Background: an optimization exercise with open tools, aiming at small area, a short achievable clock period and few clock cycles. Do not read the settings as production practice.
The RTL was checked by simulation tests, not by an equivalence proof against the original design.
Power and IR drop assume default switching activity.

Setup of north:
==> flow/design.v (excerpt) <==
module moment_engine_top
(
   input  logic                                  clk,
   input  logic                                  rst_n,
   input  logic                                  req_i,
   input  logic [9+17-1:0] cfg_i,
   output logic                                  ack_o,
   output logic [17:0]               mem_rd_o,
   input  logic [8-1:0]              rdata_i,
   output logic [3*29-1:0]         moments_o,
   output logic [2*13-1:0]           centroid_o
);
For scale: ~1200 cells after synthesis, about 200 flip-flops, roughly 170 I/O pins, roughly 12000 sq um of cells after synthesis.
Settings: LEC_CHECK=0, CAP_MARGIN=20, CORE_MARGIN=2, CORE_UTILIZATION=60, SETUP_SLACK_MARGIN=4.9, SLEW_MARGIN=20; clock period 7.5 ns.
standard.sh (not shown) runs the stock make flow with config.mk's settings and CLKGATE_MAP_FILE= SYNTH_SCRIPT=/design/flow/synth_recipe.tcl, a recipe that flattens the netlist after the stock synthesis.
==> flow/flow/run.sh <==
#!/bin/bash
# Standard layout, with the port buffers made from the smallest buffer
# instead of the default pick; every port still gets its own buffer.
set -o pipefail
cp standard.sh standard.sh.txt
export BUFFER_PORTS_ARGS="-buffer_cell sky130_fd_sc_hd__buf_1"
bash standard.sh > standard.log 2>&1
north: no failed stages, no open violations at the end
Testbench counts of north, summed over its fixed seeds: cycles 193,901.
For south, these inputs were changed with respect to north:
# north
export LEC_CHECK = 0
export CAP_MARGIN = 20
export CORE_MARGIN = 2
export CORE_UTILIZATION = 60
export SETUP_SLACK_MARGIN = 4.9
export SLEW_MARGIN = 20
create_clock -name core_clock -period 7.5 [get_ports {clk}]
# south
export LEC_CHECK = 0
export CAP_MARGIN = 20
export CORE_MARGIN = 2
export CORE_UTILIZATION = 60
export SETUP_SLACK_MARGIN = 4.8
export SLEW_MARGIN = 20
export TNS_END_PERCENT = 20
create_clock -name core_clock -period 7.5 [get_ports {clk}]
### Flow results
south reached the final stage; the timing, design-rule and antenna checks on its layout passed. Comparing south and north, the higher met1 usage was measured on north. Of south and north, south shows the higher share of power burned in registers, with north below it. Routed wire length (south over north): decrease, about 3%. The maximum frequency from static timing analysis of south and that of north are within noise of each other. Comparing south and north, the lower core utilization was measured on south.
Inputs modified between south and east:
# south
export LEC_CHECK = 0
export CAP_MARGIN = 20
export CORE_MARGIN = 2
export CORE_UTILIZATION = 60
export SETUP_SLACK_MARGIN = 4.8
export SLEW_MARGIN = 20
export TNS_END_PERCENT = 20
create_clock -name core_clock -period 7.5 [get_ports {clk}]
# east
export LEC_CHECK = 0
export CAP_MARGIN = 20
export CORE_MARGIN = 2
export CORE_UTILIZATION = 60
export SETUP_SLACK_MARGIN = 4.7
export SLEW_MARGIN = 20
create_clock -name core_clock -period 7.5 [get_ports {clk}]
--- outcome ---
east: full flow OK, the timing, design-rule and antenna checks passed. Any difference in wire length of the first global-routing pass between south and east is small enough to ignore. Total met2 wirelength after detailed routing: east < south. The multi-input gate share of total cell area of east and that of south are within noise of each other. Diff east..south | total sequential power | negligible. Pin count of the biggest net entering global routing (higher): east. Proportion of cell area occupied by registers was lower in the run labelled south.

Setup of v12:
Starting RTL as in the previous note.
## moment_engine_top
module moment_engine_top
(
   input  logic                                  clk,
   input  logic                                  rst_n,
   input  logic                                  req_i,
   input  logic [9+17-1:0] cfg_i,
   output logic                                  ack_o,
   output logic [17:0]               mem_rd_o,
   input  logic [8-1:0]              rdata_i,
   output logic [3*29-1:0]         moments_o,
   output logic [2*13-1:0]           centroid_o
);
clock: 7.5 ns
lec_check: 0
cap_margin: 20
core_margin: 2
core_utilization: 60
cts_cluster_diameter: 150
cts_cluster_size: 40
setup_slack_margin: 4.8
slew_margin: 20
Scripts as last shown in full above: flow/flow/run.sh
The final layout from v12, which completed every stage, passed the timing, design-rule and antenna checks at the end of the flow.
Testbench counts of v12, summed over its fixed seeds: cycles 193,901.
For v38, these inputs were changed with respect to v12:
# v12
export LEC_CHECK = 0
export CAP_MARGIN = 20
export CORE_MARGIN = 2
export CORE_UTILIZATION = 60
export CTS_CLUSTER_DIAMETER = 150
export CTS_CLUSTER_SIZE = 40
export SETUP_SLACK_MARGIN = 4.8
export SLEW_MARGIN = 20
create_clock -name core_clock -period 7.5 [get_ports {clk}]
# v38
export LEC_CHECK = 0
export CAP_MARGIN = 20
export CORE_MARGIN = 2
export CORE_UTILIZATION = 70
export SETUP_SLACK_MARGIN = 4.8
export SLEW_MARGIN = 20
create_clock -name core_clock -period 7.5 [get_ports {clk}]
## What came out
Per the comparison of v38 with v12, core utilization grew by 12 points; worst hold slack has decreased; largest fanout on the critical path went up by 11. As of v38, via count of the first global-routing pass had risen by a little under 10% compared to v12. The maximum resistive drop on vdd in v38 was higher than what v12 gave.
What v53 does differently from v38 at the input level:
# v38
export LEC_CHECK = 0
export CAP_MARGIN = 20
export CORE_MARGIN = 2
export CORE_UTILIZATION = 70
export SETUP_SLACK_MARGIN = 4.8
export SLEW_MARGIN = 20
create_clock -name core_clock -period 7.5 [get_ports {clk}]
# v53
export LEC_CHECK = 0
export CAP_MARGIN = 0
export CORE_MARGIN = 2
export CORE_UTILIZATION = 60
export SETUP_SLACK_MARGIN = 4.8
export SLEW_MARGIN = 0
create_clock -name core_clock -period 7.5 [get_ports {clk}]
--- outcome ---
v53: total detailed-routing wirelength is 4.9% lower than what v38 reported. Summary — total power draw, v53 relative to v38: lower, by about 2.4%. Comparing v53 with v38, the sequential standard cell area came out essentially unchanged. Clock share of power on v53 is down relative to v38. When the final numbers for v53 and v38 were put side by side, the non-clock buffer total of the final layout turned out to be greater in v53. Post-detailed-route wirelength per cell in v53 vs v38: down 6.1%. Comparing v38 with v53, the fmax came out essentially unchanged.
> inputs changed (v53 -> v59)
# v53
export LEC_CHECK = 0
export CAP_MARGIN = 0
export CORE_MARGIN = 2
export CORE_UTILIZATION = 60
export SETUP_SLACK_MARGIN = 4.8
export SLEW_MARGIN = 0
create_clock -name core_clock -period 7.5 [get_ports {clk}]
# v59
export LEC_CHECK = 0
export CAP_MARGIN = 20
export CORE_MARGIN = 2
export CORE_UTILIZATION = 60
export SETUP_SLACK_MARGIN = 4.8
export SLEW_MARGIN = 20
export TNS_END_PERCENT = 0
create_clock -name core_clock -period 7.5 [get_ports {clk}]
## What came out
- [compare] base=v53 new=v59: worst hold slack has remained practically unchanged, share of power burned in registers has decreased.
- v59 reports its beginning of the critical path as m00[16]$_SDFF_PP0_ while v53 reports addr_lo[0]$_DFFE_PP_.
- Diff v59..v53 | clock input transition at the sequential cells of the worst setup and hold paths | negligible
- In the tables for v59 and v53, first-pass GRT wire length reads higher with v53.
- Total power for v59: 1.6% up relative to v53
- From v53 to v59, setup TNS after final layout did not move at all.
- Worst path arrival time came out higher on v59 than on v53.

==> re-timing with driven ports <==
In the flow no input, the clock included, has a driving cell. The finished layouts below were timed again as built, in two steps.
Step 1, drivers: a clkbuf_16 drives clk and a buf_2 each remaining input, both assumed.
Step 2 times the ports against the registers' clock, not the clock port: input delays grow and output delays shrink by t, the midpoint of the rising clock arrivals with the driver on.
a / b / c = no drivers / after step 1 / after step 2; a / b = the first two.
run | t (ns) | setup slack, ns | latest minus earliest clock arrival (ns) | worst register clock-pin slew, ns
north | 0.486 | 4.852 / 4.806 / 4.985 | 0.018 / 0.017 | 0.08 / 0.08
south | 0.483 | 4.856 / 4.809 / 4.872 | 0.016 / 0.016 | 0.08 / 0.08
east | 0.482 | 4.790 / 4.790 / 4.790 | 0.011 / 0.011 | 0.08 / 0.08
v12 | 0.485 | 4.829 / 4.783 / 4.901 | 0.017 / 0.016 | 0.08 / 0.08
v38 | 0.484 | 4.837 / 4.823 / 4.837 | 0.012 / 0.012 | 0.08 / 0.08
v53 | 0.484 | 4.832 / 4.785 / 4.888 | 0.017 / 0.017 | 0.08 / 0.08
v59 | 0.484 | 4.824 / 4.812 / 4.824 | 0.015 / 0.016 | 0.08 / 0.08
After both steps every run listed still meets setup and hold.
